This design comes from an exercise in tuning for small area, a short achievable clock period and few clock cycles per item on the open sky130 flow, not from production work. Function was checked by simulation only, so behaviour that the tests miss may differ from the original. Power is estimated from default activity; no workload was simulated.

File: design.v
`timescale 1ns / 1ps
`default_nettype none
package ers_pkg;
  localparam int MAX_SEGMENTS = 32;
  localparam int COORD_BITS   = 12;
  localparam int SEG_CNT_W    = $clog2(MAX_SEGMENTS + 1);
  localparam int SEG_IDX_W    = $clog2(MAX_SEGMENTS);
  typedef enum logic [1:0] {
    FN_LOAD  = 2'd0,
    FN_QUERY = 2'd1,
    FN_CLEAR = 2'd2
  } ers_func_e;
  typedef enum logic [2:0] {
    STS_LOADED  = 3'd0,
    STS_FULL    = 3'd1,
    STS_CLEARED = 3'd2,
    STS_FOUND   = 3'd3,
    STS_NONE    = 3'd4
  } ers_status_e;
  typedef enum logic [2:0] {
    ST_IDLE,
    ST_EXEC,
    ST_START,
    ST_SCAN,
    ST_DRAIN,
    ST_DONE
  } ers_state_e;
  typedef struct packed {
    logic [2:0]            pad;
    logic [COORD_BITS-1:0] query_y;
    logic [COORD_BITS-1:0] query_x;
    logic [COORD_BITS-1:0] line_to;
    logic [COORD_BITS-1:0] line_from;
    logic [COORD_BITS-1:0] line_pos;
    logic                  line_vertical;
  } ers_in_t;
  typedef struct packed {
    logic [COORD_BITS-1:0] rect_bottom;
    logic [COORD_BITS-1:0] rect_right;
    logic [COORD_BITS-1:0] rect_top;
    logic [COORD_BITS-1:0] rect_left;
  } ers_out_t;
  typedef struct packed {
    logic                  vert;
    logic [COORD_BITS-1:0] pos;
    logic [COORD_BITS-1:0] line_from;
    logic [COORD_BITS-1:0] line_to;
  } ers_seg_t;
  typedef struct packed {
    logic latch;
    logic exec;
    logic scan_clr;
    logic scan_rd;
    logic out_query;
  } ers_cmd_t;
  typedef struct packed {
    logic [1:0]           func;
    logic                 count_zero;
    logic                 scan_last;
    logic                 out_free;
    logic [SEG_CNT_W-1:0] count;
  } ers_sts_t;
endpackage
`default_nettype wire
`timescale 1ns / 1ps
`default_nettype none
module ers_ctrl
(
  input  wire logic     clk_i,
  input  wire logic     rst_ni,
  input  wire logic     in_valid_i,
  input  wire logic [1:0] in_func_i,
  output logic          in_ready_o,
  input  ers_pkg::ers_sts_t      sts_i,
  output ers_pkg::ers_cmd_t      cmd_o
);
  ers_pkg::ers_state_e state_q;
  ers_pkg::ers_state_e state_d;
  always_ff @(posedge clk_i or negedge rst_ni) begin
    if (!rst_ni) begin
      state_q <= ers_pkg::ST_IDLE;
    end else begin
      state_q <= state_d;
    end
  end
  always_comb begin
    state_d    = state_q;
    cmd_o      = '0;
    in_ready_o = 1'b0;
    case (state_q)
      ers_pkg::ST_IDLE: begin
        in_ready_o = 1'b1;
        if (in_valid_i) begin
          cmd_o.latch = 1'b1;
          case (in_func_i)
            ers_pkg::FN_QUERY: state_d = ers_pkg::ST_START;
            ers_pkg::FN_LOAD:  state_d = ers_pkg::ST_EXEC;
            ers_pkg::FN_CLEAR: state_d = ers_pkg::ST_EXEC;
            default:  state_d = ers_pkg::ST_IDLE;
          endcase
        end
      end
      ers_pkg::ST_EXEC: begin
        if (sts_i.out_free) begin
          cmd_o.exec = 1'b1;
          state_d    = ers_pkg::ST_IDLE;
        end
      end
      ers_pkg::ST_START: begin
        cmd_o.scan_clr = 1'b1;
        state_d = sts_i.count_zero ? ers_pkg::ST_DONE : ers_pkg::ST_SCAN;
      end
      ers_pkg::ST_SCAN: begin
        cmd_o.scan_rd = 1'b1;
        if (sts_i.scan_last) begin
          state_d = ers_pkg::ST_DRAIN;
        end
      end
      ers_pkg::ST_DRAIN: begin
        state_d = ers_pkg::ST_DONE;
      end
      ers_pkg::ST_DONE: begin
        if (sts_i.out_free) begin
          cmd_o.out_query = 1'b1;
          state_d         = ers_pkg::ST_IDLE;
        end
      end
      default: begin
        state_d = ers_pkg::ST_IDLE;
      end
    endcase
  end
endmodule
`default_nettype wire
`timescale 1ns / 1ps
`default_nettype none
module ers_datapath
(
  input  wire logic        clk_i,
  input  wire logic        rst_ni,
  input  wire logic [1:0]  in_func_i,
  input  ers_pkg::ers_in_t          in_data_i,
  input  ers_pkg::ers_cmd_t         cmd_i,
  output ers_pkg::ers_sts_t         sts_o,
  output logic             out_valid_o,
  input  wire logic        out_ready_i,
  output ers_pkg::ers_out_t         out_data_o,
  output logic [2:0]       out_status_o
);
  localparam int CNT_W   = ers_pkg::SEG_CNT_W;
  localparam int IDX_W   = ers_pkg::SEG_IDX_W;
  localparam int MAX_SEG = ers_pkg::MAX_SEGMENTS;
  localparam int SEG_W   = 1 + 3 * ers_pkg::COORD_BITS;
  logic [SEG_W-1:0] mem [0:MAX_SEG-1];
  logic [1:0]            func_q;
  ers_pkg::ers_in_t               req_q;
  logic [ers_pkg::SEG_CNT_W-1:0]  count_q;
  logic [ers_pkg::SEG_IDX_W-1:0]  idx_q;
  logic                  rd_vld_q;
  ers_pkg::ers_seg_t              rd_q;
  logic                  vl_q, vr_q, vt_q, vb_q;
  logic [ers_pkg::COORD_BITS-1:0] bl_q, br_q, bt_q, bb_q;
  logic                  out_valid_q;
  ers_pkg::ers_out_t              out_data_q;
  logic [2:0]            out_status_q;
  logic [ers_pkg::SEG_CNT_W-1:0]  count_m1;
  logic                  full;
  logic                  inside_v, inside_h;
  assign count_m1 = count_q - CNT_W'(1);
  assign full     = (count_q >= CNT_W'(MAX_SEG));
  assign inside_v = (req_q.query_y > rd_q.line_from) && (req_q.query_y < rd_q.line_to);
  assign inside_h = (req_q.query_x > rd_q.line_from) && (req_q.query_x < rd_q.line_to);
  always_ff @(posedge clk_i) begin
    if (cmd_i.latch) begin
      func_q <= in_func_i;
      req_q  <= in_data_i;
    end
    if (cmd_i.exec && (func_q == ers_pkg::FN_LOAD) && !full) begin
      mem[count_q[ers_pkg::SEG_IDX_W-1:0]] <= {req_q.line_vertical, req_q.line_pos,
                                       req_q.line_from, req_q.line_to};
    end
    if (cmd_i.scan_rd) begin
      rd_q <= mem[idx_q];
    end
  end
  always_ff @(posedge clk_i or negedge rst_ni) begin
    if (!rst_ni) begin
      count_q  <= '0;
      idx_q    <= '0;
      rd_vld_q <= 1'b0;
      vl_q     <= 1'b0;
      vr_q     <= 1'b0;
      vt_q     <= 1'b0;
      vb_q     <= 1'b0;
    end else begin
      rd_vld_q <= cmd_i.scan_rd;
      if (cmd_i.exec) begin
        if (func_q == ers_pkg::FN_CLEAR) begin
          count_q <= '0;
        end else if (!full) begin
          count_q <= count_q + CNT_W'(1);
        end
      end
      if (cmd_i.scan_clr) begin
        idx_q <= '0;
        vl_q  <= 1'b0;
        vr_q  <= 1'b0;
        vt_q  <= 1'b0;
        vb_q  <= 1'b0;
      end else begin
        if (cmd_i.scan_rd) begin
          idx_q <= idx_q + IDX_W'(1);
        end
        if (rd_vld_q && rd_q.vert && inside_v) begin
          if (req_q.query_x > rd_q.pos && (!vl_q || rd_q.pos > bl_q)) begin
            vl_q <= 1'b1;
          end
          if (req_q.query_x < rd_q.pos && (!vr_q || rd_q.pos < br_q)) begin
            vr_q <= 1'b1;
          end
        end
        if (rd_vld_q && !rd_q.vert && inside_h) begin
          if (req_q.query_y > rd_q.pos && (!vt_q || rd_q.pos > bt_q)) begin
            vt_q <= 1'b1;
          end
          if (req_q.query_y < rd_q.pos && (!vb_q || rd_q.pos < bb_q)) begin
            vb_q <= 1'b1;
          end
        end
      end
    end
  end
  always_ff @(posedge clk_i) begin
    if (rd_vld_q && rd_q.vert && inside_v) begin
      if (req_q.query_x > rd_q.pos && (!vl_q || rd_q.pos > bl_q)) begin
        bl_q <= rd_q.pos;
      end
      if (req_q.query_x < rd_q.pos && (!vr_q || rd_q.pos < br_q)) begin
        br_q <= rd_q.pos;
      end
    end
    if (rd_vld_q && !rd_q.vert && inside_h) begin
      if (req_q.query_y > rd_q.pos && (!vt_q || rd_q.pos > bt_q)) begin
        bt_q <= rd_q.pos;
      end
      if (req_q.query_y < rd_q.pos && (!vb_q || rd_q.pos < bb_q)) begin
        bb_q <= rd_q.pos;
      end
    end
  end
  always_ff @(posedge clk_i or negedge rst_ni) begin
    if (!rst_ni) begin
      out_valid_q <= 1'b0;
    end else if (cmd_i.exec || cmd_i.out_query) begin
      out_valid_q <= 1'b1;
    end else if (out_ready_i) begin
      out_valid_q <= 1'b0;
    end
  end
  always_ff @(posedge clk_i) begin
    if (cmd_i.exec) begin
      out_data_q <= '0;
      if (func_q == ers_pkg::FN_CLEAR) begin
        out_status_q <= ers_pkg::STS_CLEARED;
      end else begin
        out_status_q <= full ? ers_pkg::STS_FULL : ers_pkg::STS_LOADED;
      end
    end else if (cmd_i.out_query) begin
      if (vl_q && vr_q && vt_q && vb_q) begin
        out_status_q <= ers_pkg::STS_FOUND;
        out_data_q   <= {bb_q, br_q, bt_q, bl_q};
      end else begin
        out_status_q <= ers_pkg::STS_NONE;
        out_data_q   <= '0;
      end
    end
  end
  assign sts_o.func       = func_q;
  assign sts_o.count_zero = (count_q == '0);
  assign sts_o.scan_last  = (idx_q == count_m1[ers_pkg::SEG_IDX_W-1:0]);
  assign sts_o.out_free   = !out_valid_q || out_ready_i;
  assign sts_o.count      = count_q;
  assign out_valid_o  = out_valid_q;
  assign out_data_o   = out_data_q;
  assign out_status_o = out_status_q;
endmodule
`default_nettype wire
`timescale 1ns / 1ps
`default_nettype none
module enclosing_rectangle_search_core
(
  input  wire logic        clk_i,
  input  wire logic        rst_ni,
  input  wire logic        s_axis_tvalid,
  output logic             s_axis_tready,
  input  wire logic [63:0] s_axis_tdata,
  input  wire logic [1:0]  s_axis_tuser,
  output logic             m_axis_tvalid,
  input  wire logic        m_axis_tready,
  output logic [47:0]      m_axis_tdata,
  output logic [2:0]       m_axis_tuser
);
  ers_pkg::ers_cmd_t cmd;
  ers_pkg::ers_sts_t sts;
  ers_pkg::ers_out_t out_data;
  ers_ctrl u_ctrl (
    .clk_i      (clk_i),
    .rst_ni     (rst_ni),
    .in_valid_i (s_axis_tvalid),
    .in_func_i  (s_axis_tuser),
    .in_ready_o (s_axis_tready),
    .sts_i      (sts),
    .cmd_o      (cmd)
  );
  ers_datapath u_datapath (
    .clk_i        (clk_i),
    .rst_ni       (rst_ni),
    .in_func_i    (s_axis_tuser),
    .in_data_i    (s_axis_tdata),
    .cmd_i        (cmd),
    .sts_o        (sts),
    .out_valid_o  (m_axis_tvalid),
    .out_ready_i  (m_axis_tready),
    .out_data_o   (out_data),
    .out_status_o (m_axis_tuser)
  );
  assign m_axis_tdata = out_data;
endmodule
`default_nettype wire
File: run.sh
#!/bin/bash
# synth_recipe.tcl (not shown) runs the flow's synth.tcl, then flattens the netlist and writes it again
# the make line also repeats each setting of config.mk as NAME=value (left out here)
make -C /OpenROAD-flow-scripts/flow DESIGN_CONFIG=/design/flow/config.mk WORK_HOME=/design/flow/orfs CLKGATE_MAP_FILE= SYNTH_SCRIPT=/design/flow/synth_recipe.tcl finish
File: config.mk
export PLATFORM = sky130hd
export DESIGN_NAME = enclosing_rectangle_search_core
export DESIGN_NICKNAME = enclosing_rectangle_search_core
export VERILOG_FILES = /design/flow/design.v
export SDC_FILE = /design/flow/constraint.sdc
export NUM_CORES = 4
export LEC_CHECK = 0
export CAP_MARGIN = 20
export CORE_MARGIN = 2
export CORE_UTILIZATION = 40
export SLEW_MARGIN = 20
File: constraint.sdc
create_clock -name core_clock -period 5.0 [get_ports {clk_i}]
set_input_delay 1.0000 -clock core_clock [delete_from_list [all_inputs] [get_ports {clk_i}]]
set_output_delay 1.0000 -clock core_clock [all_outputs]
set_load 0.01 [all_outputs]
==> run summary <==
-- worst max path at each step --
stage          cells after the start                endpoint          start  slack (ps)
2_1_floorplan                      6   u_datapath.mem[13][0]  m_axis_tready         980
3_3_place_gp                       8  u_datapath.mem[19][17]  m_axis_tready         670
3_5_place_dp                       8  u_datapath.mem[19][17]  m_axis_tready         680
6_report                           8  u_datapath.mem[19][16]  m_axis_tready        1420
5_1_grt                            8  u_datapath.mem[19][16]  m_axis_tready        1320
4_1_cts                            8  u_datapath.mem[19][16]  m_axis_tready        1480
-- worst reg2reg max path, cell delays in order (launching register included) --
cell and delay [ps]:
dfrtp_1 550, nor2b_1 240, nand2_1 90, or2_2 340, nor3_1 220, nand2_1 550
nor2_4 770, buf_12 310
-- area by class of cell --
| cell class | instances | area [um^2] | area share (%) |
|---|---|---|---|
| sequential | 1403 | 41570 | 65.01 |
| multi-input combinational | 896 | 12740 | 19.92 |
| clock buffer | 185 | 3884 | 6.074 |
| timing repair buffer | 213 | 2317 | 3.624 |
| tap | 1781 | 2228 | 3.485 |
| clock inverter | 84 | 863.3 | 1.350 |
| inverter | 91 | 341.6 | 0.5342 |
| antenna | 1 | 2.502 | 0.003914 |
-- metal layers --
metal	global-route usage [%]	vias up
li1	-	11020
met5	0	-
met4	5.622	0
met2	29.98	841
met1	24.66	13790
met3	3.714	202
-- metrics by stage --
| stage | util [%] | area (um^2) | power (mW) |
|---|---|---|---|
| floorplan | - | 54890 | 19.53 |
| global placement | 43.40 | 58940 | 22.02 |
| detailed placement | 43.40 | 58940 | 22.21 |
| CTS | 46.89 | 63680 | 32.94 |
| global route | 47.08 | 63940 | 33.97 |
| finish | 47.08 | 63940 | 32.65 |
-- power breakdown --
part / internal [mW] / switching [mW]
clock: 6.18 / 4.53
combinational: 3.46 / 3.54
sequential: 13.9 / 1.05
total: 23.5 / 9.13
-- layout by cell type, fill, tap and decap left out, types with 15 or more instances in the layout --
cell type | Yosys | final
a21oi_1 | 37 | 37
a22o_1 | 49 | 49
buf_12 | 0 | 23
buf_4 | 5 | 55
clkbuf_1 | 65 | 34
clkbuf_16 | 0 | 149
clkdlybuf4s50_1 | 0 | 118
clkinv_1 | 0 | 32
clkinv_2 | 0 | 18
dfrtp_1 | 20 | 15
dfxtp_1 | 48 | 48
edfxtp_1 | 1335 | 1335
ha_1 | 122 | 122
inv_1 | 89 | 89
mux2_2 | 37 | 37
mux4_2 | 370 | 370
nand2_1 | 40 | 40
nand3_1 | 21 | 21
nand4_1 | 22 | 22
nor2_1 | 52 | 19
nor2_4 | 0 | 33
o21ai_1 | 21 | 21
-- state kept, by name, summed over array words and instances, names as in the netlist --
register                 flops
u_ctrl.state_q               3
u_datapath.bb_q             12
u_datapath.bl_q             12
u_datapath.br_q             12
u_datapath.bt_q             12
u_datapath.count_q           6
u_datapath.func_q            2
u_datapath.idx_q             5
u_datapath.mem            1184
u_datapath.out_data_q       48
u_datapath.out_status_q      3
u_datapath.out_valid_q       1
u_datapath.rd_q             37
u_datapath.rd_vld_q          1
u_datapath.req_q            61
u_datapath.vb_q              1
u_datapath.vl_q              1
u_datapath.vr_q              1
u_datapath.vt_q              1
-- logic make-up after synthesis --
logic type / after synthesis
DFF: 1403
muxes: 409
buffers and inverters: 197
and+or+nand+nor: 186
AOI/OAI and AO/OA: 173
adders and majority gates: 122
xor gates and xnor gates: 6
==> flow_metrics.env <==
export IMPL_status="finished clean"
export IMPL_ys_flop_type="edfxtp_1"
export IMPL_setup_viol=0
export IMPL_start_util_pct=40.42
export IMPL_yosysTopAreaCellShare_pct=73.04
export IMPL_layout_nets=2944
export IMPL_synthDistinctLibCells=59
export IMPL_die_y_um=374.4
export IMPL_place_congestion=0.8177
export IMPL_critPathMostFrequentCell="nand2_1"
export IMPL_cts_sink_count=1403
export IMPL_cp_slowest_stage_delay_ps=760
export IMPL_synthesis_nets=2688
export IMPL_finalCriticalPeriod_ps=3581
export IMPL_viasPerCell=5.556
export IMPL_yosysSeqAreaShare_pct=75.70
export IMPL_tightest_slew_ps=1102
export IMPL_grt_max_degree=66
export IMPL_numCtsBuffers=147
export IMPL_worstPathMaxFanout=24
export IMPL_avgSynthCellArea_um2=21.99
export IMPL_grt_overflow_total=0
export IMPL_clkTransAtPathRegs_ps=60
export IMPL_synthMuxAreaShare_pct=15.98
export IMPL_synth_top_cell_by_area="edfxtp_1"
export IMPL_met1Wirelength_um=53250
export IMPL_r2r_end="u_datapath.mem[19][16]"
export IMPL_holdBufCountCts=0
export IMPL_io_buffers=119
export IMPL_synth_xor_xnor_area_share_pct=0.09574
export IMPL_drtPass1Iterations=5
export IMPL_synth_edf_count=1335
export IMPL_syn_inst=2496
export IMPL_crit_path_end_kind="flip-flop"
export IMPL_drcViolationCount=0
export IMPL_grt_pass1_wl_um=186100
export IMPL_skew_ps=65.42
export IMPL_post_synth_top_count_cell="edfxtp_1"
export IMPL_crit_path_start_kind="input pin"
export IMPL_dp_cells=4368
export IMPL_ys_async_sr_fraction_pct=1.426
export IMPL_post_cts_buffers=0
export IMPL_die_w_um=374.4
export IMPL_insertion_delay_ps=770
export IMPL_gr_usage_all_layers_pct=18.28
export IMPL_synthAdderAreaFrac_pct=2.781
export IMPL_drt_total_wl_um=127400
export IMPL_io_pins=123
export IMPL_ctsHtreeMaxLevel=4
export IMPL_floorplan_rows=135
export IMPL_max_slew_margin_pct=26.54
export IMPL_preCtsSetupSlack_ps=680.7
export IMPL_drv_slew=0
export IMPL_r2r_cells=7
export IMPL_via_count=25860
export IMPL_rsz0062_at_grt="no"
export IMPL_cts_tree="built"
export IMPL_highest_layer="met4"
export IMPL_maxCapViolCount=0
export IMPL_timing_rr_start="u_ctrl.state_q[0]"
export IMPL_crit_buf_inv=2
export IMPL_setup_tns_final_ps=0
export IMPL_reg2reg_slack_ps=1590
export IMPL_timing_hold_violations_final=0
export IMPL_required_ps=5440
export IMPL_arrival_ps=4020
export IMPL_ys_seq_elements=1403
export IMPL_drtIter0Drc=2661
export IMPL_final_cells=4654
export IMPL_wl_met2_um=62880
export IMPL_cpLargestDelayFamily="simple AND/OR/NAND/NOR gates"
export IMPL_slowest_stage="nor2_4"
export IMPL_syn_area_um2=54890
export IMPL_yosys_area_share_simple_pct=1.687
export IMPL_hold_slack_ps=212.4
export IMPL_core_area_um2=135800
export IMPL_critPathKind="in -> reg"
export IMPL_cts_resized=0
export IMPL_peakVddDrop_uv=350.2
export IMPL_ys_warn_count=2
export IMPL_crit_chain="clkdlybuf4s50_1 -> nand2b_1 -> nand2_1 -> or2_2 -> nor3_1 -> nand2_1 -> nor2_4 -> buf_12"
export IMPL_hpwl_um=76480
export IMPL_p_per_area_nw_per_um2=510.6
export IMPL_grt_pass1_vias=27090
export IMPL_clockRootBuffer="clkbuf_16"
export IMPL_synth_top_family_by_area="multiplexers"
export IMPL_fmax_ghz=0.2792
export IMPL_yosys_top_cells_count="edfxtp_1, mux4_2, ha_1"
export IMPL_wire_per_inst_um=27.38
export IMPL_fill_cells=11030
export IMPL_setup_ws_ps=1419
export IMPL_leakage_nw=20.48
export IMPL_dieArea_um2=140200
export IMPL_wl_met3_um=8073
export IMPL_clockBufferDepth=3
export IMPL_layout_drive_gt1_share_pct=26.04
export IMPL_synth_area_top_cells="edfxtp_1, mux4_2, ha_1"
export IMPL_ant_nets=0
export IMPL_finalCritPeriodShare_pct=71.62
export IMPL_hp_class="in -> async"
export IMPL_synth_compound_area_share_pct=2.207
export IMPL_syn2layout_area_growth_pct=16.50
export IMPL_grt_antenna_before_repair=3
Testbench counts, summed over its fixed seeds: cycles 23,912, requests 1,968.

==> re-timing with driven ports <==
The flow's constraints put no driver on any port. The routed layout listed below was extracted and timed again, unchanged, in two steps.
Step 1: set_driving_cell puts a clkbuf_16 on clk_i and a buf_2 on each other input, an assumption about the parent block.
Step 2 adds t to the input delays and takes it off the output delays; t is the mean of the earliest and latest rising clock arrival at the registers after step 1. Input paths then give back, and output paths get back, about the clock's delay inside the block.
Three values: ideal, step 1, step 2; two values: the first two.
t, ns: 0.811
setup WS [ns]: 1.419 / 1.459 / 0.648
clock arrival spread, ns: 0.067 / 0.068
worst register clock-pin slew, ns: 0.06 / 0.06
worst data-port slew with drivers (ns): 0.11
After both steps setup and hold are still met in this run. For this run, drivers alone change the setup slack by +0.040 ns; drivers and shift together by -0.771 ns.
